This is an optimization exercise on Yosys and OpenROAD, whose aim is small area, a short achievable clock period and few clock cycles per item, not a production implementation. The RTL was checked by simulation tests, not by an equivalence proof against the original design.

== lane 3 ==
// sw_top
module sw_top (
    input  logic        clk,
    input  logic        reset,
    input  logic        valid_i,
    input  logic [1:0]  ref_base_i,
    input  logic [1:0]  query_base_i,
    output logic        finish_o,
    output logic [20:0] result_o
);
    localparam int P = sw_pkg::PE_COUNT;
    localparam int W = sw_pkg::HW;
    logic [1:0]   a_rb;
    logic         replay_start;
    logic         replay;
    logic         replay_f;
    logic [1:0]   replay_rb;
    logic         kill;
    logic         s_f;
    logic [1:0]   s_rb;
    logic [P-1:0] cap;
    logic [1:0]   bq;
    logic         a_fp;
    logic         a_f;
    logic [W-1:0] a_cbs;
    logic [5:0]   a_cbi;
    logic [W-1:0] a_a1;
    logic [W-1:0] a_a;
    sw_ctrl #(.P (P)) u_ctrl (
        .clk (clk), .reset (reset), .valid_i (valid_i),
        .ref_base_i (ref_base_i), .query_base_i (query_base_i),
        .replay_i (replay), .replay_f_i (replay_f), .replay_rb_i (replay_rb),
        .replay_start_o (replay_start),
        .kill_o (kill), .f_o (s_f), .rb_o (s_rb), .cap_o (cap), .bq_o (bq)
    );
    sw_seq_store #(.W (2), .DEPTH (sw_pkg::REF_LEN - P)) u_ref_store (
        .clk (clk), .shift_i (!kill), .data_i (a_rb), .tail_o (replay_rb)
    );
    sw_sweep_counter u_replay (
        .clk (clk), .reset (reset), .start_i (replay_start),
        .active_o (replay), .first_o (replay_f)
    );
    sw_pe_array #(.P (P)) u_array (
  ...
For scale: ~1600 flip-flops, ~0.070 mm2 of cells after synthesis.
Settings: LEC_CHECK=0, ABC_AREA=1, CAP_MARGIN=20, CORE_MARGIN=2, CORE_UTILIZATION=65, SLEW_MARGIN=20; clock period 11.0 ns.
standard.sh (not shown) runs the stock make flow with config.mk's settings and CLKGATE_MAP_FILE= SYNTH_SCRIPT=/design/flow/synth_recipe.tcl, a recipe that flattens the netlist after the stock synthesis.
==> flow/flow/run.sh <==
#!/bin/bash
# The standard layout, with a faster buffer on each input and output port
# (buffer_ports otherwise picks a slow delay buffer that sets the period).
set -euo pipefail
export BUFFER_PORTS_ARGS="-buffer_cell sky130_fd_sc_hd__buf_4"
bash standard.sh > standard.log 2>&1
Lane 3 closes out successfully: all stages finished, all timing, DRC and antenna checks passed.
Testbench counts of lane 3, summed over its fixed seeds: cycles 14,472, alignments 128.
### lane 3 -> lane 1
Settings: an added CTS_CLUSTER_DIAMETER of 150; a change of CORE_UTILIZATION from 65 to 75; an added CTS_CLUSTER_SIZE of 28.
Findings:
The data arrival at the endpoint of the critical path of lane 1 falls short of that of lane 3 by 80 ps. Synthesized cell count came out exactly the same in lane 3 and lane 1. Lane 1 has more setup slack than lane 3. Lane 3 → lane 1: utilization grew by 6.7 points.

fjord:
sw_top again, from the RTL that the note above started with.
## sw_top
module sw_top (
    input  logic        clk,
    input  logic        reset,
    input  logic        valid_i,
    input  logic [1:0]  ref_base_i,
    input  logic [1:0]  query_base_i,
    output logic        finish_o,
    output logic [20:0] result_o
);
    localparam int P = sw_pkg::PE_COUNT;
    localparam int W = sw_pkg::HW;
    logic [1:0]   a_rb;
    logic         replay_start;
    logic         replay;
    logic         replay_f;
    logic [1:0]   replay_rb;
    logic         kill;
    logic         s_f;
    logic [1:0]   s_rb;
    logic [P-1:0] cap;
    logic [1:0]   bq;
    logic         a_fp;
    logic         a_f;
    logic [W-1:0] a_cbs;
    logic [5:0]   a_cbi;
    logic [W-1:0] a_a1;
    logic [W-1:0] a_a;
    sw_ctrl #(.P (P)) u_ctrl (
        .clk (clk), .reset (reset), .valid_i (valid_i),
        .ref_base_i (ref_base_i), .query_base_i (query_base_i),
        .replay_i (replay), .replay_f_i (replay_f), .replay_rb_i (replay_rb),
        .replay_start_o (replay_start),
        .kill_o (kill), .f_o (s_f), .rb_o (s_rb), .cap_o (cap), .bq_o (bq)
    );
    sw_seq_store #(.W (2), .DEPTH (sw_pkg::REF_LEN - P)) u_ref_store (
        .clk (clk), .shift_i (!kill), .data_i (a_rb), .tail_o (replay_rb)
    );
    sw_sweep_counter u_replay (
        .clk (clk), .reset (reset), .start_i (replay_start),
        .active_o (replay), .first_o (replay_f)
    );
    sw_pe_array #(.P (P)) u_array (
  ...
export LEC_CHECK = 0
export ABC_AREA = 1
export CAP_MARGIN = 20
export CORE_MARGIN = 2
export CORE_UTILIZATION = 65
export CTS_CLUSTER_DIAMETER = 150
export CTS_CLUSTER_SIZE = 24
export SLEW_MARGIN = 20
create_clock -name core_clock -period 11.0 [get_ports {clk}]
==> flow/flow/run.sh <==
#!/bin/bash
# The standard layout, with a faster buffer on each input and output port
# (buffer_ports otherwise picks a slow delay buffer that sets the period).
set -euo pipefail
export BUFFER_PORTS_ARGS="-buffer_cell sky130_fd_sc_hd__buf_2"
bash standard.sh > standard.log 2>&1
Testbench counts of fjord, summed over its fixed seeds: cycles 14,472, alignments 128.
#### Input delta (nickel over fjord)
==> flow/flow/run.sh <==
#!/bin/bash
# The standard layout, with a faster buffer on each input and output port
# (buffer_ports otherwise picks a slow delay buffer that sets the period).
set -euo pipefail
export BUFFER_PORTS_ARGS="-buffer_cell sky130_fd_sc_hd__buf_4"
bash standard.sh > standard.log 2>&1
Notes after the runs:
nickel against fjord: clock latency on the worst-skew pair roughly the same; final non-filler cell area saw little to no change.
Compared to fjord, the router laid down more metal wire for nickel.

what the ideal ports hide:
How much do the figures lean on ideal ports? The routed layouts below were timed once more, with nothing changed but the port constraints. Step 1 (the two cells are an assumption about what drives the block):
set clk [get_ports {clk}]
set_driving_cell -lib_cell sky130_fd_sc_hd__clkbuf_16 $clk
set_driving_cell -lib_cell sky130_fd_sc_hd__buf_2 [delete_from_list [all_inputs] $clk]
Step 2, shift: input delay + t, output delay - t, t = (earliest + latest rising clock arrival at the registers) / 2. This alone moves slack from input paths to output paths. Slacks: no drivers / after step 1 / after step 2; pairs: no drivers / after step 1.
run	t, ns	setup WS [ns]	worst register clock-pin slew, ns
lane 3	0.821	7.502 / 7.431 / 7.306	0.06 / 0.06
lane 1	0.732	7.585 / 7.514 / 7.302	0.11 / 0.11
fjord	0.738	7.602 / 7.533 / 7.235	0.10 / 0.10
nickel	0.748	7.592 / 7.513 / 7.343	0.10 / 0.10
After both steps setup and hold are still met in every run listed. The setup slack of fjord, which loses most, moves by -0.069 ns with the drivers and by -0.367 ns with both steps.
